From an optimization exercise on the open Yosys and OpenROAD flow, aimed at small area, a short achievable clock period and few clock cycles; shortcuts taken in it are not production practice.
In this exercise RTL edits were held to simulation tests only and were not proved equivalent to the original.
Power figures rest on the tool's default switching activity, not on a simulated workload.

==> flow/design.v (outline; a module is shown in full before it is edited, if it fits) <==
// module yrs_ctrl: 141 lines
// module yrs_datapath: 4246 lines
// module yuv_to_rgb32_horizontal_scaler_top: 75 lines
module yuv_to_rgb32_horizontal_scaler_top #(
  parameter int MAX_UPSCALE = yrs_pkg::MAX_UPSCALE_DEF
) (
  input  logic                            clk,
  input  logic                            rst_n,
  input  logic                            cfg_we,
  input  logic [yrs_pkg::CFG_IDX_W-1:0]   cfg_index,
  input  logic [yrs_pkg::CFG_W-1:0]       cfg_data,
  input  logic                            in_valid,
  output logic                            in_ready,
  input  logic [yrs_pkg::LUMA_W-1:0]      in_luma,
  input  logic [yrs_pkg::CHROMA_W-1:0]    in_chroma_u,
  input  logic [yrs_pkg::CHROMA_W-1:0]    in_chroma_v,
  input  logic                            in_row_start,
  output logic                            out_valid,
  input  logic                            out_ready,
  output logic [yrs_pkg::COLOR_W-1:0]     out_red,
  output logic [yrs_pkg::COLOR_W-1:0]     out_green,
  output logic [yrs_pkg::COLOR_W-1:0]     out_blue,
  output logic                            out_last_copy
);
  // ...
==> flow/run.sh <==
#!/bin/bash
# synth_recipe.tcl (not shown) runs the flow's synth.tcl, then flattens the netlist and writes it again
# the make line also repeats each setting of config.mk as NAME=value (left out here)
make -C /OpenROAD-flow-scripts/flow DESIGN_CONFIG=/design/flow/config.mk WORK_HOME=/design/flow/orfs CLKGATE_MAP_FILE= SYNTH_SCRIPT=/design/flow/synth_recipe.tcl finish
==> flow/config.mk <==
export PLATFORM = sky130hd
export DESIGN_NAME = yuv_to_rgb32_horizontal_scaler_top
export DESIGN_NICKNAME = yuv_to_rgb32_horizontal_scaler_top
export VERILOG_FILES = /design/flow/design.v
export SDC_FILE = /design/flow/constraint.sdc
export NUM_CORES = 4
export LEC_CHECK = 0
export ABC_CLOCK_PERIOD_IN_PS = 2400
export CAP_MARGIN = 20
export CORE_MARGIN = 2
export CORE_UTILIZATION = 60
export CTS_CLUSTER_DIAMETER = 100
export CTS_CLUSTER_SIZE = 20
export SETUP_SLACK_MARGIN = 3.4
export SLEW_MARGIN = 20
==> flow/constraint.sdc <==
create_clock -name core_clock -period 6.0 [get_ports {clk}]
set_input_delay 1.2000 -clock core_clock [delete_from_list [all_inputs] [get_ports {clk}]]
set_output_delay 1.2000 -clock core_clock [all_outputs]
set_load 0.01 [all_outputs]
==> out/summary.txt, run 1 <==
WORST HOLD PATH
----------------------------------------------------------------------
Worst Hold Path EP                                        u_datapath.n1357_s4
Startpoint of the lowest-slack hold path                  u_datapath.n1357_s3

GLOBAL ROUTE
----------------------------------------------------------------------
All-Layer GR Usage                                               29.4%
Grt peak-use layer                                                met2

STA
----------------------------------------------------------------------
Final critical path time including I/O delays and setup        2.64 ns
Final Hold Vio Count                                                 0

DRT
----------------------------------------------------------------------
Total via count after detailed routing                           24100

SETUP PATH
----------------------------------------------------------------------
Crit path required time                                        6.33 ns
Maximum single-stage delay on the critical path                0.44 ns
Crit. End Element                                             register
Worst r2r dst                                             u_datapath.n1217_s2

DIE
----------------------------------------------------------------------
Taps Inserted                                                      782
Die X-Extent                                                    250 um
Starting density of the core                                     60.4%

CELLS AND AREA
----------------------------------------------------------------------
Proportion of cell area occupied by multi-input gates            45.8%
Area of all placed cells without fillers                    0.0400 mm2
Flip-flop and latch area                                    0.0161 mm2
Final Net Count                                                   3688
Diodes inserted                                                      0
Layout area overhead                                             10.4%

POWER AND IR DROP
----------------------------------------------------------------------
Sequential share of power                                        42.7%
Internal power                                                 10.8 mW
Clock share of power                                             15.4%
Gate power share                                                 41.9%

RUN STATUS
----------------------------------------------------------------------
Outcome                               no timing/DRC/antenna violations

YOSYS
----------------------------------------------------------------------
Count of distinct cell types in the synthesized netlist             72
Area share of xor/xnor cells in the synthesized design           9.42%

CLOCKING
----------------------------------------------------------------------
Post-cts hold buffer count                                           0
Clock Latency Late Sink                                        0.59 ns

Testbench counts, summed over its fixed seeds: cycles 6,115.
==> run 2: changes to the inputs <==
--- a/flow/config.mk
+++ b/flow/config.mk
@@ -6,8 +6,8 @@
 export NUM_CORES = 4
 export LEC_CHECK = 0
-export ABC_CLOCK_PERIOD_IN_PS = 2400
+export ABC_CLOCK_PERIOD_IN_PS = 3000
 export CAP_MARGIN = 20
 export CORE_MARGIN = 2
-export CORE_UTILIZATION = 60
+export CORE_UTILIZATION = 55
 export CTS_CLUSTER_DIAMETER = 100
 export CTS_CLUSTER_SIZE = 20
==> run 2 against run 1 <==
  * Setup slack gained 0.028 ns
  * Final area grew 0.37%
  * Synthesized cell count is the same
  * Via count shrank 0.27%
  * Critical path type unchanged
  * Clock power is essentially flat
  * Die area grew 8.9%
  * Still clean
==> out/summary.txt, run 2 <==
RUN
-------------------------------------------------------------------------------------------
Max-cap viol count                                                                        0

SETUP PATH
-------------------------------------------------------------------------------------------
Register-to-Register Path Depth                                                           9
Data arrival time of the worst path                                                 2.94 ns
Nature of the critical path startpoint                                             register
Startpoint of the worst-slack reg-to-reg timing path                           u_datapath.n36_s1
Crit path required time                                                             6.33 ns   about the same
Crit path kind                                                                 register to register
Flop-to-flop setup slack                                                            3.39 ns
CP max FO                                                                                 4
Crit. End Element                                                                  register
Worst r2r dst                                                                  u_datapath.n1217_s2

YOSYS
-------------------------------------------------------------------------------------------
Most frequent cells after synthesis                                            434 x sky130_fd_sc_hd__edfxtp_1, 400 x sky130_fd_sc_hd__inv_1, 286 x sky130_fd_sc_hd__a22oi_1, 265 x sky130_fd_sc_hd__fa_1, 253 x sky130_fd_sc_hd__nand2_1
Top post-synthesis cells by area                                               sky130_fd_sc_hd__edfxtp_1 36%, sky130_fd_sc_hd__fa_1 15%, sky130_fd_sc_hd__dfxtp_1 8.5%
Synthesized netlist cell count                                                         3247
Cell taking the most area after synthesis                                      sky130_fd_sc_hd__edfxtp_1
Async set-reset flop share out of synthesis                                              0%
Count of distinct cell types in the synthesized netlist                                  72   unchanged
Synth Flop Type                                                                sky130_fd_sc_hd__edfxtp_1
FF+latch count, synth                                                                   588
Sequential fraction of the synthesis area                                             44.4%
Average size of a mapped cell                                                      11.2 um2
Number of warnings printed during yosys synthesis                                         3
Synthesized net count                                                                  3701
Number of enable-type register cells in the synthesized netlist                         434
Top-area cell type share of the netlist area                                          35.9%
Most instantiated library cell after synthesis                                 sky130_fd_sc_hd__edfxtp_1
Cell Area, Synth                                                                 0.0363 mm2

STA
-------------------------------------------------------------------------------------------
Max-slew violation count                                                                  0
Highest achievable clock rate                                                       383 MHz
Crit path setup slack, layout                                                       3.39 ns
RSZ-0062 raised after global routing                                                   true
Fraction of the cycle the final worst path needs                                      43.5%
Final setup vio count                                                                     0
Clk_skew                                                                          0.0294 ns
Sum of negative setup slack                                                            0 ns
Relative max-transition margin                                                        33.2%
Actual transition at the worst max-transition pin                                   1.00 ns
Final critical path time including I/O delays and setup                             2.61 ns   -0.0283 ns
Final Hold Vio Count                                                                      0   unchanged
Final Hold Slack                                                                   0.429 ns

CLOCKING
-------------------------------------------------------------------------------------------
Worst-path clk slew                                                                 0.09 ns
TritonCTS clock tree                                                                  built
CTS Sinks                                                                               588
Max H-tree Level                                                                          2
Post-cts hold buffer count                                                                0   unchanged
Clock Latency Late Sink                                                             0.58 ns   about the same
Buffer levels on the longest clock path                                                   3
Clock buffers created by TritonCTS                                                       36
Clk root buf                                                                   sky130_fd_sc_hd__clkbuf_16

RUN STATUS
-------------------------------------------------------------------------------------------
Outcome                                                    no timing/DRC/antenna violations

WORST HOLD PATH
-------------------------------------------------------------------------------------------
Worst Hold Path EP                                                             u_datapath.n1355_s4
Hold WC Path Type                                                              register to register
Startpoint of the lowest-slack hold path                                       u_datapath.n1355_s3
Worst hold path depth                                                                     0

PLACED DESIGN
-------------------------------------------------------------------------------------------
Buffers on Ports                                                                         80
Cells after DPL                                                                        3988
Worst setup timing slack at the placement stage                                     2.59 ns
Final weighted congestion in routability-driven placement                             0.889
DP Area                                                                          0.0375 mm2
Half-perimeter wire length after detailed placement                                 64.2 mm

DRT
-------------------------------------------------------------------------------------------
Via density per instance                                                               5.82
Length of the first detailed-routing pass in iterations                                   6
Routed len/inst                                                                     22.5 um
Number of design-rule violations left by the first detailed-router iteration           2588
Total via count after detailed routing                                                24000   -0.27%
Antenna violation net count after detailed routing                                        0
Drt drc                                                                                   0
Routed wire length                                                                  92.8 mm

CELLS AND AREA
-------------------------------------------------------------------------------------------
Commonest non-fill, non-tap cell in the layout                                 sky130_fd_sc_hd__edfxtp_1
Fraction of final layout cells with drive strength greater than 1                     9.87%
Final Net Count                                                                        3688   unchanged
Flip-flop and latch area                                                         0.0161 mm2   about the same
Area of the multi-input gates                                                    0.0183 mm2
Fill cell instance count of the final layout                                           5342
Layout area overhead                                                                  10.8%
Core occupancy in the finished layout                                                 61.4%
Area of all placed cells without fillers                                         0.0402 mm2   +0.37%
Diodes inserted                                                                           0   unchanged
Non-filler instance count after layout                                                 4125
Highest-count cells in the layout ignoring fill and taps                       434 x sky130_fd_sc_hd__edfxtp_1, 384 x sky130_fd_sc_hd__inv_1, 252 x sky130_fd_sc_hd__nand2_1

DIE
-------------------------------------------------------------------------------------------
Num rows                                                                                 94
Die height                                                                           261 um
Die area                                                                         0.0680 mm2
Die X-Extent                                                                         261 um   +4.4%
Area inside the core boundary                                                    0.0655 mm2
Starting density of the core                                                          55.4%   -5.1 points
Num ports                                                                                81

POWER AND IR DROP
-------------------------------------------------------------------------------------------
Static leakage power                                                                16.4 nW
Peak supply drop                                                                   0.267 mV
Post-layout total power                                                             16.7 mW
Power per cell area                                                              416 mW/mm2

GLOBAL ROUTE
-------------------------------------------------------------------------------------------
Grt peak-use layer                                                                     met2
Met3 Track Usage GR                                                                   3.44%
Aggregate global routing overflow                                                         0
All-Layer GR Usage                                                                    27.3%   -2.1 points
Met2 global-route usage                                                               44.3%
Wire length of the first global-routing pass                                         141 mm
Via count of the first global-routing pass                                            23900
Largest net degree at the start of global routing                                       161
GR Util met1                                                                          38.7%
Number of antenna violations at the first check in global routing                         1

[run 2: how the worst max path moves through the flow]
stage	from	to	slack (ns)	cells after the start
6_report	u_datapath.n36_s1	u_datapath.n1217_s2	3.39	9
3_3_place_gp	cfg_we	u_ctrl.ub[6]	2.63	6
5_1_grt	u_datapath.n30_s1	u_datapath.n509_s2	3.32	9
3_5_place_dp	u_datapath.n11_s1	u_datapath.n1467_s2	2.59	8
2_1_floorplan	u_ctrl.k_full	u_ctrl.o_g[0]	-1.20	3
4_1_cts	u_datapath.n11_s1	u_datapath.n162_s2	3.32	9
[run 2: report_power, final]
group	switching, mW	internal (mW)	leakage (nW)
sequential	0.681	6.48	5.93
combinational	3.85	3.14	9.97
clock	1.38	1.18	0.511
total	5.91	10.8	16.4
[run 2: final cells by class]
type / instances / share of cell area (%)
clock buffers: 59 / 2.46
clock inverters: 6 / 0.190
multi-input cells: 2013 / 45.5
inverters: 402 / 3.78
well taps: 864 / 2.69
flip-flops and latches: 588 / 40.1
repair buffers: 193 / 5.25
[run 2: kinds of logic (layout without fill, tap and decap cells)]
group / Yosys count / in the layout / synth area share [%]
AO/OA/AOI/OAI: 632 / 632 / 12.1
XOR/XNOR: 390 / 390 / 9.42
adder cells (fa/ha/maj): 433 / 433 / 20.2
buffers and inverters: 647 / 660 / 6.82
flip-flops: 588 / 588 / 44.4
multiplexers: 10 / 10 / 0.280
AND/OR/NAND/NOR: 547 / 548 / 6.71
[run 2: repair_timing]
action	in CTS	in global routing
hold endpoints to repair	0	0
gates resized for setup	124	135
buffers inserted	42	20
pin swaps	17	66
gates cloned	4	6
endpoints found under the setup margin	238	156
[run 2: critical path, stage by stage, from the launching register on]
cell and delay, ns:
sky130_fd_sc_hd__edfxtp_1 0.47, sky130_fd_sc_hd__buf_4 0.18, sky130_fd_sc_hd__buf_6 0.13, sky130_fd_sc_hd__a22oi_2 0.14, sky130_fd_sc_hd__xnor2_1 0.17, sky130_fd_sc_hd__ha_1 0.28, sky130_fd_sc_hd__inv_2 0.09, sky130_fd_sc_hd__fa_1 0.42
sky130_fd_sc_hd__inv_1 0.08, sky130_fd_sc_hd__fa_1 0.40
[run 2: metal layers]
metal | wire, um | vias up
li1 | - | 11000
met4 | 2900 | 2
met2 | 43700 | 878
met1 | 40500 | 12000
met3 | 5640 | 156
met5 | 13 | -
==> run 3: changes to the inputs <==
--- a/flow/config.mk
+++ b/flow/config.mk
@@ -6,5 +6,4 @@
 export NUM_CORES = 4
 export LEC_CHECK = 0
-export ABC_CLOCK_PERIOD_IN_PS = 3000
 export CAP_MARGIN = 20
 export CORE_MARGIN = 2
@@ -12,4 +11,4 @@
 export CTS_CLUSTER_DIAMETER = 100
 export CTS_CLUSTER_SIZE = 20
-export SETUP_SLACK_MARGIN = 3.4
+export SETUP_SLACK_MARGIN = 3.3
 export SLEW_MARGIN = 20
==> run 3 against run 2 <==
  * Critical endpoint is now u_datapath.n1276_s2
  * Maximum frequency shrank 2.3%
  * Clock power rose by 5%
  * Setup slack worse by 0.062 ns
  * Critical path depth down 1
  * Utilization shrank 1.0 points
  * Die area did not move
==> out/summary.txt, run 3 <==
CELLS AND AREA
-------------------------------------------------------------------------------------------
Fraction of final layout cells with drive strength greater than 1                     6.38%   -3.5 points
Non-filler instance count after layout                                                 4108   -0.41%
Layout area overhead                                                                  8.96%
Final Net Count                                                                        3669   -0.52%
Diodes inserted                                                                           0   unchanged
Highest-count cells in the layout ignoring fill and taps                       434 x sky130_fd_sc_hd__edfxtp_1, 395 x sky130_fd_sc_hd__inv_1, 281 x sky130_fd_sc_hd__a22oi_1
Core occupancy in the finished layout                                                 60.3%   -1.0 points
Fill cell instance count of the final layout                                           5412   +1.3%
Commonest non-fill, non-tap cell in the layout                                 sky130_fd_sc_hd__edfxtp_1

YOSYS
-------------------------------------------------------------------------------------------
Number of warnings printed during yosys synthesis                                         3   unchanged
Average size of a mapped cell                                                      11.2 um2   unchanged
Synth Flop Type                                                                sky130_fd_sc_hd__edfxtp_1
Count of distinct cell types in the synthesized netlist                                  72   unchanged
Cell taking the most area after synthesis                                      sky130_fd_sc_hd__edfxtp_1
Most instantiated library cell after synthesis                                 sky130_fd_sc_hd__edfxtp_1
FF+latch count, synth                                                                   588   unchanged
Number of enable-type register cells in the synthesized netlist                         434   unchanged
Async set-reset flop share out of synthesis                                              0%   unchanged
Most frequent cells after synthesis                                            434 x sky130_fd_sc_hd__edfxtp_1, 400 x sky130_fd_sc_hd__inv_1, 286 x sky130_fd_sc_hd__a22oi_1, 265 x sky130_fd_sc_hd__fa_1, 253 x sky130_fd_sc_hd__nand2_1
Synthesized net count                                                                  3701   unchanged
Top-area cell type share of the netlist area                                          35.9%   unchanged
Top post-synthesis cells by area                                               sky130_fd_sc_hd__edfxtp_1 36%, sky130_fd_sc_hd__fa_1 15%, sky130_fd_sc_hd__dfxtp_1 8.5%
Sequential fraction of the synthesis area                                             44.4%   unchanged
Cell Area, Synth                                                                 0.0363 mm2   unchanged
Synthesized netlist cell count                                                         3247   unchanged

DIE
-------------------------------------------------------------------------------------------
Area inside the core boundary                                                    0.0655 mm2   unchanged
Die area                                                                         0.0680 mm2   unchanged
Num rows                                                                                 94   unchanged
Num ports                                                                                81   unchanged
Starting density of the core                                                          55.4%   unchanged
Die X-Extent                                                                         261 um   unchanged
Die height                                                                           261 um   unchanged

DRT
-------------------------------------------------------------------------------------------
Number of design-rule violations left by the first detailed-router iteration           2279   -12%
Routed wire length                                                                  89.6 mm   -3.4%
Drt drc                                                                                   0   unchanged
Routed len/inst                                                                     21.8 um   -3.0%
Total via count after detailed routing                                                23600   -1.8%
Via density per instance                                                               5.74   -1.4%
Antenna violation net count after detailed routing                                        0   unchanged
Length of the first detailed-routing pass in iterations                                   6   unchanged

WORST HOLD PATH
-------------------------------------------------------------------------------------------
Worst hold path depth                                                                     0   unchanged
Worst Hold Path EP                                                             u_datapath.n1355_s4
Hold WC Path Type                                                              register to register
Startpoint of the lowest-slack hold path                                       u_datapath.n1355_s3

STA
-------------------------------------------------------------------------------------------
Final setup vio count                                                                     0   unchanged
Max-slew violation count                                                                  0   unchanged
Highest achievable clock rate                                                       374 MHz   -2.3%
Actual transition at the worst max-transition pin                                   1.01 ns   +0.0105 ns
Final critical path time including I/O delays and setup                             2.67 ns   +0.0624 ns
Fraction of the cycle the final worst path needs                                      44.6%   +1.0 points
Clk_skew                                                                          0.0193 ns   -0.0100 ns
RSZ-0062 raised after global routing                                                   true
Final Hold Vio Count                                                                      0   unchanged
Relative max-transition margin                                                        32.5%   -0.70 points

SETUP PATH
-------------------------------------------------------------------------------------------
Crit path kind                                                                 register to register
Startpoint of the worst-slack reg-to-reg timing path                           u_datapath.n35_s1
Register-to-Register Path Depth                                                           8   -1
Critical Path Start                                                            u_datapath.n35_s1
Worst r2r dst                                                                  u_datapath.n1276_s2
CP max FO                                                                                 6   +2
Crit. End Element                                                                  register
Data arrival time of the worst path                                                 3.01 ns   +0.07 ns
Flop-to-flop setup slack                                                            3.33 ns   -0.06 ns
Nature of the critical path startpoint                                             register
Crit path required time                                                             6.33 ns   about the same

CLOCKING
-------------------------------------------------------------------------------------------
Clock buffers created by TritonCTS                                                       37   +2.8%
Buffer levels on the longest clock path                                                   3   unchanged
Max H-tree Level                                                                          2   unchanged
Clk root buf                                                                   sky130_fd_sc_hd__clkbuf_16
TritonCTS clock tree                                                                  built
Worst-path clk slew                                                                 0.08 ns   about the same
CTS Sinks                                                                               588   unchanged
Clock Latency Late Sink                                                             0.58 ns   about the same
Post-cts hold buffer count                                                                0   unchanged

GLOBAL ROUTE
-------------------------------------------------------------------------------------------
Via count of the first global-routing pass                                            23600   -1.2%
Aggregate global routing overflow                                                         0   unchanged
Wire length of the first global-routing pass                                         138 mm   -2.1%
Grt peak-use layer                                                                     met2
All-Layer GR Usage                                                                    26.6%   -0.70 points
Number of antenna violations at the first check in global routing                         2   +1
GR Util met1                                                                          37.5%   -1.2 points
Met2 global-route usage                                                               44.0%   -0.26 points
Largest net degree at the start of global routing                                       171   +6.2%
Met3 Track Usage GR                                                                   3.11%   -0.33 points

POWER AND IR DROP
-------------------------------------------------------------------------------------------
Switching fraction of total power                                                     35.0%   -0.35 points
Peak supply drop                                                                   0.283 mV   +6.1%
Static leakage power                                                                16.3 nW   -0.38%
Switching power                                                                     5.84 mW   -1.3%
Sequential share of power                                                             42.8%   about the same
Power per cell area                                                              422 mW/mm2   +1.4%
Gate power share                                                                      41.0%   -0.8 points
Clock share of power                                                                  16.2%   +0.9 points
Internal power                                                                      10.8 mW   +0.22%

PLACED DESIGN
-------------------------------------------------------------------------------------------
Final weighted congestion in routability-driven placement                             0.921   +3.6%
Cells after DPL                                                                        3991   +0.075%
Buffers on Ports                                                                         80   unchanged
Half-perimeter wire length after detailed placement                                 64.1 mm   -0.10%

RUN STATUS
-------------------------------------------------------------------------------------------
Outcome                                                    no timing/DRC/antenna violations

RUN
-------------------------------------------------------------------------------------------
Max-cap viol count                                                                        0   unchanged

## run 3: cell counts after synthesis
No cell type changed its count.
## run 3: layout make-up
cell class / instances / area, um2 / area share, %
clock buffers: 59 / 1030 / 2.60
inverters: 402 / 1520 / 3.84
multi-input cells: 2012 / 17800 / 45.2
clock inverters: 9 / 138 / 0.348
repair buffers: 174 / 1770 / 4.48
well taps: 864 / 1080 / 2.74
flip-flops and latches: 588 / 16100 / 40.8
## run 3: cells by family after synthesis
family,Yosys count,share of synthesized area (%)
multiplexers,10,0.280
adder cells (fa/ha/maj),433,20.2
AND/OR/NAND/NOR,547,6.71
XOR/XNOR,390,9.42
flip-flops,588,44.4
buffers and inverters,647,6.82
AO/OA/AOI/OAI,632,12.1
## run 3: worst max-delay path, cell delays in order, from the launching register on
cell and delay (ns):
sky130_fd_sc_hd__edfxtp_1 0.42, sky130_fd_sc_hd__buf_4 0.17, sky130_fd_sc_hd__buf_4 0.17, sky130_fd_sc_hd__a22oi_2 0.17, sky130_fd_sc_hd__xor2_1 0.33, sky130_fd_sc_hd__fa_1 0.26, sky130_fd_sc_hd__inv_1 0.07, sky130_fd_sc_hd__fa_1 0.47
sky130_fd_sc_hd__maj3_1 0.37
## run 3: power groups by stage
| stage | clock, mW | sequential (mW) | combinational (mW) |
|---|---|---|---|
| finish | 2.69 | 7.13 | 6.83 |
| global route | 2.89 | 7.27 | 7.89 |
| CTS | 2.77 | 7.15 | 6.89 |
| detailed placement | 0 | 7.26 | 6.78 |
| global placement | 0 | 7.21 | 6.59 |
| floorplan | 0 | 7.01 | 4.60 |
## run 3: stage by stage
step                      cell area [um2]  setup TNS, ns  setup WS (ns)  hold WS [ns]  power [mW]
final                               39500              0           3.33         0.426        16.7
after detailed placement            37600              0           2.55         0.407        14.0
after global placement              37600              0           2.53         0.404        13.8
after floorplan                     36300        -419.93          -1.20         0.400        11.6
after global routing                39500              0           3.23         0.438        18.1
after CTS                           39100              0           3.19         0.424        16.8
## run 3: routing by layer
layer  wire length [um]  up-vias
met5                 26        -
met1              39200    11700
met4               2520        4
met3               5170      144
met2              42600      774
li1                   -    10900
## run 3: worst max path at each step
stage | slack, ns | endpoint
floorplan | -1.20 | u_ctrl.o_g[0]
finish | 3.33 | u_datapath.n1276_s2
detailed placement | 2.55 | u_ctrl.ub[13]
CTS | 3.19 | u_datapath.n1467_s2
global route | 3.23 | u_datapath.n981_s2
global placement | 2.53 | u_datapath.n1481_s2
## run 3: what timing repair did
action,in CTS,in global routing
setup endpoints to repair,181,98
cloned,0,4
gates resized for setup,35,63
pin swaps,0,8
buffers inserted,31,14
==> run 4: changes to the inputs <==
--- a/flow/config.mk
+++ b/flow/config.mk
@@ -11,4 +11,4 @@
 export CTS_CLUSTER_DIAMETER = 100
 export CTS_CLUSTER_SIZE = 20
-export SETUP_SLACK_MARGIN = 3.3
+export SETUP_SLACK_MARGIN = 3.5
 export SLEW_MARGIN = 20
==> run 4 against run 3 <==
  * Non-clock buffer count up 55
  * Setup slack better by 0.036 ns
  * Clock power down 2%
  * Hold slack better by 0.00051 ns
  * Register-to-register slack better by 0.04 ns
  * Maximum frequency up 1.4%
  * Synthesized cell count unchanged
  * Via count up 2.4%
  * Sequential power about the same
  * Area after synthesis unchanged
  * Largest power group is now combinational cells
==> out/summary.txt, run 4 <==
DIE
-------------------------------------------------------------------------------------------
Num ports                                                                                81   unchanged
Starting density of the core                                                          55.4%   unchanged
Num rows                                                                                 94   unchanged
Die area                                                                         0.0680 mm2   unchanged
Die X-Extent                                                                         261 um   unchanged
Area inside the core boundary                                                    0.0655 mm2   unchanged
Die height                                                                           261 um   unchanged

CLOCKING
-------------------------------------------------------------------------------------------
Post-cts hold buffer count                                                                0   unchanged
Clk root buf                                                                   sky130_fd_sc_hd__clkbuf_16
Buffer levels on the longest clock path                                                   3   unchanged
Clock Latency Late Sink                                                             0.58 ns   about the same
Worst-path clk slew                                                                 0.09 ns   about the same
TritonCTS clock tree                                                                  built
Max H-tree Level                                                                          2   unchanged
CTS Sinks                                                                               588   unchanged
Clock buffers created by TritonCTS                                                       37   unchanged

SETUP PATH
-------------------------------------------------------------------------------------------
Crit. End Element                                                                  register
Data arrival time of the worst path                                                 2.97 ns   -0.04 ns
Dominant delay contributor by cell family on the critical path                  adder cells
Cell with the biggest individual delay on the critical path                    sky130_fd_sc_hd__fa_1
Critical Path Start                                                            u_datapath.n11_s1
Startpoint of the worst-slack reg-to-reg timing path                           u_datapath.n11_s1
Crit path buffers/inverters                                                               3   unchanged
Worst r2r dst                                                                  u_datapath.n1276_s2
Crit path kind                                                                 register to register
Maximum single-stage delay on the critical path                                     0.51 ns   +0.04 ns
CP max FO                                                                                 5   -1
Crit path required time                                                             6.33 ns   about the same
Most numerous cell on the critical path                                        sky130_fd_sc_hd__buf_6
Critical path, cell by cell                                                    buf_12 -> nand3b_1 -> o21ai_2 -> buf_6 -> buf_6 -> a22o_1 -> xor2_2 -> fa_1 -> maj3_2
Nature of the critical path startpoint                                             register
Register-to-Register Path Depth                                                           9   +1
Flop-to-flop setup slack                                                            3.36 ns   +0.04 ns

GLOBAL ROUTE
-------------------------------------------------------------------------------------------
GR Util met1                                                                          37.6%   +0.081 points
Aggregate global routing overflow                                                         0   unchanged
Grt peak-use layer                                                                     met2
Met2 global-route usage                                                               44.3%   +0.28 points
All-Layer GR Usage                                                                    27.1%   +0.45 points
Met3 Track Usage GR                                                                   3.90%   +0.80 points
Wire length of the first global-routing pass                                         141 mm   +2.2%
Number of antenna violations at the first check in global routing                         0   -2
Via count of the first global-routing pass                                            24000   +2.0%
Largest net degree at the start of global routing                                        76   -56%

CELLS AND AREA
-------------------------------------------------------------------------------------------
Fill cell instance count of the final layout                                           5164   -4.6%
Commonest non-fill, non-tap cell in the layout                                 sky130_fd_sc_hd__edfxtp_1
Area of the multi-input gates                                                    0.0189 mm2   +6.0%
Area of all placed cells without fillers                                         0.0414 mm2   +4.8%
Highest-count cells in the layout ignoring fill and taps                       434 x sky130_fd_sc_hd__edfxtp_1, 370 x sky130_fd_sc_hd__inv_1, 251 x sky130_fd_sc_hd__nand2_1
Core occupancy in the finished layout                                                 63.2%   +2.9 points
Fraction of final layout cells with drive strength greater than 1                     15.0%   +8.6 points
Flip-flop and latch area                                                         0.0161 mm2   about the same
Layout area overhead                                                                  14.2%
Final Net Count                                                                        3725   +1.5%

STA
-------------------------------------------------------------------------------------------
Final Hold Slack                                                                   0.427 ns   +0.000515 ns
Final setup vio count                                                                     0   unchanged
Final Hold Vio Count                                                                      0   unchanged
RSZ-0062 raised after global routing                                                   true
Actual transition at the worst max-transition pin                                  0.782 ns   -0.230 ns
Max-slew violation count                                                                  0   unchanged
Fraction of the cycle the final worst path needs                                      44.0%   -0.61 points
Final critical path time including I/O delays and setup                             2.64 ns   -0.0364 ns
Relative max-transition margin                                                        47.9%   +15 points
Clk_skew                                                                          0.0110 ns   -0.00834 ns
Highest achievable clock rate                                                       379 MHz   +1.4%
Crit path setup slack, layout                                                       3.36 ns   +0.0364 ns

YOSYS
-------------------------------------------------------------------------------------------
Synthesized netlist cell count                                                         3247   unchanged
Sequential fraction of the synthesis area                                             44.4%   unchanged
Most frequent cells after synthesis                                            434 x sky130_fd_sc_hd__edfxtp_1, 400 x sky130_fd_sc_hd__inv_1, 286 x sky130_fd_sc_hd__a22oi_1, 265 x sky130_fd_sc_hd__fa_1, 253 x sky130_fd_sc_hd__nand2_1
Average size of a mapped cell                                                      11.2 um2   unchanged
Number of enable-type register cells in the synthesized netlist                         434   unchanged
Async set-reset flop share out of synthesis                                              0%   unchanged
Adder-cell share of the synthesized area                                              20.2%   unchanged
Top post-synthesis cells by area                                               sky130_fd_sc_hd__edfxtp_1 36%, sky130_fd_sc_hd__fa_1 15%, sky130_fd_sc_hd__dfxtp_1 8.5%
Top-area cell type share of the netlist area                                          35.9%   unchanged
Complex-gate fraction of the synthesized area                                         12.1%   unchanged
Cell taking the most area after synthesis                                      sky130_fd_sc_hd__edfxtp_1
Number of warnings printed during yosys synthesis                                         3   unchanged
Main combinational cell family by area after synthesis                          adder cells
Cell Area, Synth                                                                 0.0363 mm2   unchanged
Most instantiated library cell after synthesis                                 sky130_fd_sc_hd__edfxtp_1
Area fraction in and, or, nand and nor cells after synthesis                          6.71%   unchanged
FF+latch count, synth                                                                   588   unchanged
Area share of xor/xnor cells in the synthesized design                                9.42%   unchanged
Synth Flop Type                                                                sky130_fd_sc_hd__edfxtp_1
Synthesized net count                                                                  3701   unchanged
Count of distinct cell types in the synthesized netlist                                  72   unchanged
Mux cell area share after synthesis                                                  0.279%   unchanged

POWER AND IR DROP
-------------------------------------------------------------------------------------------
Power per cell area                                                              413 mW/mm2   -2.0%
Static leakage power                                                                16.8 nW   +2.6%
Peak supply drop                                                                   0.263 mV   -7.2%

DRT
-------------------------------------------------------------------------------------------
Antenna violation net count after detailed routing                                        0   unchanged
Number of design-rule violations left by the first detailed-router iteration           2320   +1.8%
Drt drc                                                                                   0   unchanged
Via density per instance                                                               5.79   +0.99%
Routed wire length                                                                  93.2 mm   +4.0%
Routed len/inst                                                                     22.4 um   +2.6%
Length of the first detailed-routing pass in iterations                                   8   +2
Total via count after detailed routing                                                24100   +2.4%

PLACED DESIGN
-------------------------------------------------------------------------------------------
DP Area                                                                          0.0376 mm2   about the same
Final weighted congestion in routability-driven placement                             0.901   -2.2%
Worst setup timing slack at the placement stage                                     2.55 ns   +0.000630 ns
Half-perimeter wire length after detailed placement                                 64.1 mm   about the same
Buffers on Ports                                                                         80   unchanged

WORST HOLD PATH
-------------------------------------------------------------------------------------------
Worst hold path depth                                                                     0   unchanged
Startpoint of the lowest-slack hold path                                       u_datapath.tag_c[3]
Worst Hold Path EP                                                             u_datapath.tag_c[4]
Hold WC Path Type                                                              register to register

RUN
-------------------------------------------------------------------------------------------
Max-cap viol count                                                                        0   unchanged

RUN STATUS
-------------------------------------------------------------------------------------------
Outcome                                                    no timing/DRC/antenna violations

## run 4: layout make-up
cell class / instances / area share, %
inverters: 402 / 3.67
well taps: 864 / 2.61
repair buffers: 229 / 6.35
multi-input cells: 2013 / 45.7
clock inverters: 9 / 0.178
flip-flops and latches: 588 / 39.0
diodes: 1 / 0.00604
clock buffers: 58 / 2.53
## run 4: how the worst max path moves through the flow
stage	to	depth (start not counted)
2_1_floorplan	u_ctrl.o_g[0]	3
3_3_place_gp	u_ctrl.ub[15]	6
3_5_place_dp	u_ctrl.ub[10]	6
4_1_cts	in_ready	2
5_1_grt	u_datapath.n1276_s2	9
6_report	u_datapath.n1276_s2	9
## run 4: timing repair
action                                  CTS  global route
pin swaps                                48           115
setup buffers                            52            33
endpoints found under the setup margin  563           366
resized for setup                       194           241
gates cloned                              6            11
## run 4: power breakdown
group / switching [mW] / internal [mW] / total [mW]
Combinational: 3.97 / 3.36 / 7.33
Sequential: 0.659 / 6.48 / 7.14
Clock: 1.40 / 1.24 / 2.64
## run 4: through the flow
stage	total power, mW	TNS [ns]	instances
CTS	16.9	0	4119
global route	18.5	0	4163
floorplan	11.6	-419.93	3247
global placement	13.7	0	3994
finish	17.1	0	4164
detailed placement	14.0	0	3994
## run 4: cells by family (layout without fill, tap and decap cells)
kind of cell | Yosys count | in the layout
buffers and inverters | 647 | 698
muxes | 10 | 10
adders and majority gates | 433 | 433
xor gates and xnor gates | 390 | 390
AOI/OAI and AO/OA | 632 | 632
and+or+nand+nor | 547 | 548
DFF | 588 | 588
other | 0 | 1
## run 4: worst reg2reg max path, stage by stage, from the launching register on
cell and delay, ns:
sky130_fd_sc_hd__edfxtp_1 0.44, sky130_fd_sc_hd__buf_12 0.16, sky130_fd_sc_hd__nand3b_1 0.18, sky130_fd_sc_hd__o21ai_2 0.12, sky130_fd_sc_hd__buf_6 0.17, sky130_fd_sc_hd__buf_6 0.10, sky130_fd_sc_hd__a22o_1 0.15, sky130_fd_sc_hd__xor2_2 0.25
sky130_fd_sc_hd__fa_1 0.51, sky130_fd_sc_hd__maj3_2 0.32
## run 4: layer usage
metal / routed length [um] / share of wire [%] / up-vias
li1: - / - / 11000
met1: 39300 / 42 / 12000
met2: 44700 / 48 / 871
met3: 6040 / 6.5 / 179
met4: 3140 / 3.4 / 0
met5: 0 / 0 / -
==> run 5: changes to the inputs <==
--- a/flow/config.mk
+++ b/flow/config.mk
@@ -6,4 +6,5 @@
 export NUM_CORES = 4
 export LEC_CHECK = 0
+export ABC_CLOCK_PERIOD_IN_PS = 2400
 export CAP_MARGIN = 20
 export CORE_MARGIN = 2
@@ -11,4 +12,4 @@
 export CTS_CLUSTER_DIAMETER = 100
 export CTS_CLUSTER_SIZE = 20
-export SETUP_SLACK_MARGIN = 3.5
+export SETUP_SLACK_MARGIN = 3.4
 export SLEW_MARGIN = 20
==> run 5 against run 4 <==
  * Non-clock buffer count shrank 36
  * Setup slack gained 0.026 ns
  * Wire length shrank 0.44%
  * Final area shrank 2.9%
  * Highest routed layer is now met5
  * Flip-flop and latch count is the same
  * Clock skew grew 0.018 ns
  * Sequential power is essentially flat
  * Utilization shrank 1.8 points
  * Critical endpoint is now u_datapath.n1217_s2
  * Via count shrank 0.49%
==> out/summary.txt, run 5 <==
POWER AND IR DROP
-------------------------------------------------------------------------------------------
Switching power                                                                     5.91 mW   -1.9%
Peak supply drop                                                                   0.267 mV   +1.6%
Post-layout total power                                                             16.7 mW   -2.3%
Gate power share                                                                      41.8%   -1.0 points
Static leakage power                                                                16.4 nW   -2.2%
Power per cell area                                                              416 mW/mm2   +0.66%
Sequential share of power                                                             42.8%   +1.1 points
Clock share of power                                                                  15.3%   about the same
Internal power                                                                      10.8 mW   -2.5%
Switching fraction of total power                                                     35.4%   +0.15 points

GLOBAL ROUTE
-------------------------------------------------------------------------------------------
Grt peak-use layer                                                                     met2
GR Util met1                                                                          38.7%   +1.2 points
Met2 global-route usage                                                               44.3%   about the same
Via count of the first global-routing pass                                            23900   -0.68%
All-Layer GR Usage                                                                    27.3%   +0.25 points
Largest net degree at the start of global routing                                       161   +110%
Number of antenna violations at the first check in global routing                         1   +1
Met3 Track Usage GR                                                                   3.44%   -0.47 points
Aggregate global routing overflow                                                         0   unchanged
Wire length of the first global-routing pass                                         141 mm   about the same

SETUP PATH
-------------------------------------------------------------------------------------------
Crit path required time                                                             6.33 ns   about the same
CP max FO                                                                                 4   -1
Crit. End Element                                                                  register
Cell with the biggest individual delay on the critical path                    sky130_fd_sc_hd__edfxtp_1
Register-to-Register Path Depth                                                           9   unchanged
Worst r2r dst                                                                  u_datapath.n1217_s2
Crit path kind                                                                 register to register
Flop-to-flop setup slack                                                            3.39 ns   +0.03 ns
Nature of the critical path startpoint                                             register
Data arrival time of the worst path                                                 2.94 ns   -0.03 ns
Critical path, cell by cell                                                    buf_4 -> buf_6 -> a22oi_2 -> xnor2_1 -> ha_1 -> inv_2 -> fa_1 -> inv_1 -> fa_1
Startpoint of the worst-slack reg-to-reg timing path                           u_datapath.n36_s1
Maximum single-stage delay on the critical path                                     0.47 ns   -0.04 ns
Most numerous cell on the critical path                                        sky130_fd_sc_hd__fa_1

RUN STATUS
-------------------------------------------------------------------------------------------
Outcome                                                    no timing/DRC/antenna violations

YOSYS
-------------------------------------------------------------------------------------------
Top-area cell type share of the netlist area                                          35.9%   unchanged
Cell Area, Synth                                                                 0.0363 mm2   unchanged
Average size of a mapped cell                                                      11.2 um2   unchanged
Most instantiated library cell after synthesis                                 sky130_fd_sc_hd__edfxtp_1
FF+latch count, synth                                                                   588   unchanged
Sequential fraction of the synthesis area                                             44.4%   unchanged
Top post-synthesis cells by area                                               sky130_fd_sc_hd__edfxtp_1 36%, sky130_fd_sc_hd__fa_1 15%, sky130_fd_sc_hd__dfxtp_1 8.5%
Async set-reset flop share out of synthesis                                              0%   unchanged
Number of warnings printed during yosys synthesis                                         3   unchanged
Count of distinct cell types in the synthesized netlist                                  72   unchanged
Number of enable-type register cells in the synthesized netlist                         434   unchanged
Synthesized net count                                                                  3701   unchanged
Synth Flop Type                                                                sky130_fd_sc_hd__edfxtp_1
Most frequent cells after synthesis                                            434 x sky130_fd_sc_hd__edfxtp_1, 400 x sky130_fd_sc_hd__inv_1, 286 x sky130_fd_sc_hd__a22oi_1, 265 x sky130_fd_sc_hd__fa_1, 253 x sky130_fd_sc_hd__nand2_1
Cell taking the most area after synthesis                                      sky130_fd_sc_hd__edfxtp_1
Synthesized netlist cell count                                                         3247   unchanged

STA
-------------------------------------------------------------------------------------------
Clk_skew                                                                          0.0294 ns   +0.0184 ns
Crit path setup slack, layout                                                       3.39 ns   +0.0260 ns
Final critical path time including I/O delays and setup                             2.61 ns   -0.0260 ns
Highest achievable clock rate                                                       383 MHz   +0.99%
Sum of negative setup slack                                                            0 ns   unchanged
Max-slew violation count                                                                  0   unchanged
Final setup vio count                                                                     0   unchanged
Actual transition at the worst max-transition pin                                   1.00 ns   +0.220 ns
Final Hold Vio Count                                                                      0   unchanged
Relative max-transition margin                                                        33.2%   -15 points
RSZ-0062 raised after global routing                                                   true
Fraction of the cycle the final worst path needs                                      43.5%   -0.43 points

PLACED DESIGN
-------------------------------------------------------------------------------------------
Cells after DPL                                                                        3988   -0.15%
Half-perimeter wire length after detailed placement                                 64.2 mm   +0.10%
Final weighted congestion in routability-driven placement                             0.889   -1.3%
Worst setup timing slack at the placement stage                                     2.59 ns   +0.0308 ns
DP Area                                                                          0.0375 mm2   -0.12%
Buffers on Ports                                                                         80   unchanged

DIE
-------------------------------------------------------------------------------------------
Die area                                                                         0.0680 mm2   unchanged
Num ports                                                                                81   unchanged
Starting density of the core                                                          55.4%   unchanged
Area inside the core boundary                                                    0.0655 mm2   unchanged
Die height                                                                           261 um   unchanged
Num rows                                                                                 94   unchanged
Die X-Extent                                                                         261 um   unchanged

RUN
-------------------------------------------------------------------------------------------
Max-cap viol count                                                                        0   unchanged

DRT
-------------------------------------------------------------------------------------------
Routed len/inst                                                                     22.5 um   +0.50%
Drt drc                                                                                   0   unchanged
Via density per instance                                                               5.82   +0.45%
Routed wire length                                                                  92.8 mm   -0.44%
Total via count after detailed routing                                                24000   -0.49%
Antenna violation net count after detailed routing                                        0   unchanged
Number of design-rule violations left by the first detailed-router iteration           2588   +12%
Length of the first detailed-routing pass in iterations                                   6   -2

WORST HOLD PATH
-------------------------------------------------------------------------------------------
Worst hold path depth                                                                     0   unchanged
Startpoint of the lowest-slack hold path                                       u_datapath.n1355_s3
Hold WC Path Type                                                              register to register
Worst Hold Path EP                                                             u_datapath.n1355_s4

CELLS AND AREA
-------------------------------------------------------------------------------------------
Commonest non-fill, non-tap cell in the layout                                 sky130_fd_sc_hd__edfxtp_1
Fill cell instance count of the final layout                                           5342   +3.4%
Diodes inserted                                                                           0   -1
Layout area overhead                                                                  10.8%
Fraction of final layout cells with drive strength greater than 1                     9.87%   -5.1 points
Area of the multi-input gates                                                    0.0183 mm2   -3.3%
Non-filler instance count after layout                                                 4125   -0.94%
Final Net Count                                                                        3688   -0.99%
Flip-flop and latch area                                                         0.0161 mm2   about the same
Area of all placed cells without fillers                                         0.0402 mm2   -2.9%
Highest-count cells in the layout ignoring fill and taps                       434 x sky130_fd_sc_hd__edfxtp_1, 384 x sky130_fd_sc_hd__inv_1, 252 x sky130_fd_sc_hd__nand2_1

CLOCKING
-------------------------------------------------------------------------------------------
Clock buffers created by TritonCTS                                                       36   -2.7%
Max H-tree Level                                                                          2   unchanged
TritonCTS clock tree                                                                  built
CTS Sinks                                                                               588   unchanged
Buffer levels on the longest clock path                                                   3   unchanged
Clock Latency Late Sink                                                             0.58 ns   about the same
Worst-path clk slew                                                                 0.09 ns   about the same
Clk root buf                                                                   sky130_fd_sc_hd__clkbuf_16

==> run 5: cell count changes in the layout (fill, tap and decap cells not counted), sizes merged <==
| cell | previous run | this run |
|---|---|---|
| and2 | 15 | 14 |
| buf | 137 | 105 |
| bufbuf | 3 | 2 |
| bufinv | 0 | 1 |
| clkbuf | 70 | 67 |
| clkdlybuf4s15 | 4 | 0 |
| clkdlybuf4s50 | 52 | 51 |
| clkinvlp | 1 | 2 |
| diode | 1 | 0 |
| dlygate4sd2 | 21 | 26 |
| dlymetal6s2s | 0 | 1 |
| inv | 408 | 403 |
| nand2 | 254 | 255 |
==> run 5: critical path: cells and delay by family, from the launching register on <==
family	cells	cell delay, ns
DFF	1	0.47
buffers and inverters	4	0.48
adders and majority gates	3	1.10
AOI/OAI and AO/OA	1	0.14
xor gates and xnor gates	1	0.17
==> run 5: per-stage QoR <==
stage	util (%)	hold slack, ns
2_1_floorplan	-	0.400
3_5_place_dp	57.3	0.407
4_1_cts	60.2	0.428
5_1_grt	61.4	0.450
6_report	61.4	0.429
3_3_place_gp	57.3	0.402
==> run 5: worst max path at each step <==
stage | from | to | slack [ns] | depth (start not counted)
global route | u_datapath.n30_s1 | u_datapath.n509_s2 | 3.32 | 9
global placement | cfg_we | u_ctrl.ub[6] | 2.63 | 6
floorplan | u_ctrl.k_full | u_ctrl.o_g[0] | -1.20 | 3
finish | u_datapath.n36_s1 | u_datapath.n1217_s2 | 3.39 | 9
CTS | u_datapath.n11_s1 | u_datapath.n162_s2 | 3.32 | 9
detailed placement | u_datapath.n11_s1 | u_datapath.n1467_s2 | 2.59 | 8
==> run 5: layout make-up <==
cell class	instances	area share (%)
clock inverters	6	0.190
inverters	402	3.78
well taps	864	2.69
repair buffers	193	5.25
flip-flops and latches	588	40.1
multi-input cells	2013	45.5
clock buffers	59	2.46
==> run 5: repair_timing <==
item / CTS / global route
resized for setup: 124 / 135
hold buffers: 0 / 0
setup buffers: 42 / 20
endpoints found under the setup margin: 238 / 156
pin swaps: 17 / 66
cloned: 4 / 6
==> run 5: kinds of logic (layout without fill, tap and decap cells) <==
family,count (synthesis),count (layout),synth area share [%]
fa+ha+maj,433,433,20.2
simple gates,547,548,6.71
compound gates,632,632,12.1
mux,10,10,0.280
buf+inv,647,660,6.82
flops,588,588,44.4
xor+xnor,390,390,9.42
==> run 5: metal layers <==
| metal | routed length [um] | part of all wire (%) |
|---|---|---|
| met1 | 40500 | 44 |
| met2 | 43700 | 47 |
| met3 | 5640 | 6.1 |
| met4 | 2900 | 3.1 |
| met5 | 13 | 0.014 |
==> run 5: power by group through the flow <==
stage / clock network (mW) / logic [mW] / registers (mW)
floorplan: 0 / 4.60 / 7.01
global placement: 0 / 6.50 / 7.23
detailed placement: 0 / 6.72 / 7.27
CTS: 2.63 / 6.92 / 7.16
global route: 2.76 / 7.96 / 7.30
finish: 2.56 / 6.99 / 7.16

separate check: timing with driven ports:
Ports are ideal in the flow. The routed layouts listed here were re-timed in OpenROAD.
Step 1 assumes that a clkbuf_16 drives the clock port and a buf_2 every other input.
Step 2, shift: input delay + t, output delay - t, t = (earliest + latest rising clock arrival at the registers) / 2. This alone moves slack from input paths to output paths.
Slacks: ideal ports / drivers / drivers and shift; pairs: ideal ports / drivers.
run	t, ns	slack for setup (ns)	clock arrival spread, ns	slew at the worst register clock pin (ns)
run 1	0.641	3.360 / 3.342 / 2.943	0.023 / 0.023	0.10 / 0.10
run 2	0.634	3.388 / 3.371 / 2.837	0.029 / 0.030	0.10 / 0.10
run 3	0.643	3.326 / 3.299 / 2.779	0.027 / 0.027	0.09 / 0.09
run 4	0.639	3.362 / 3.362 / 2.951	0.013 / 0.013	0.09 / 0.09
run 5	0.634	3.388 / 3.371 / 2.837	0.029 / 0.030	0.10 / 0.10
After both steps every run listed still meets setup and hold.
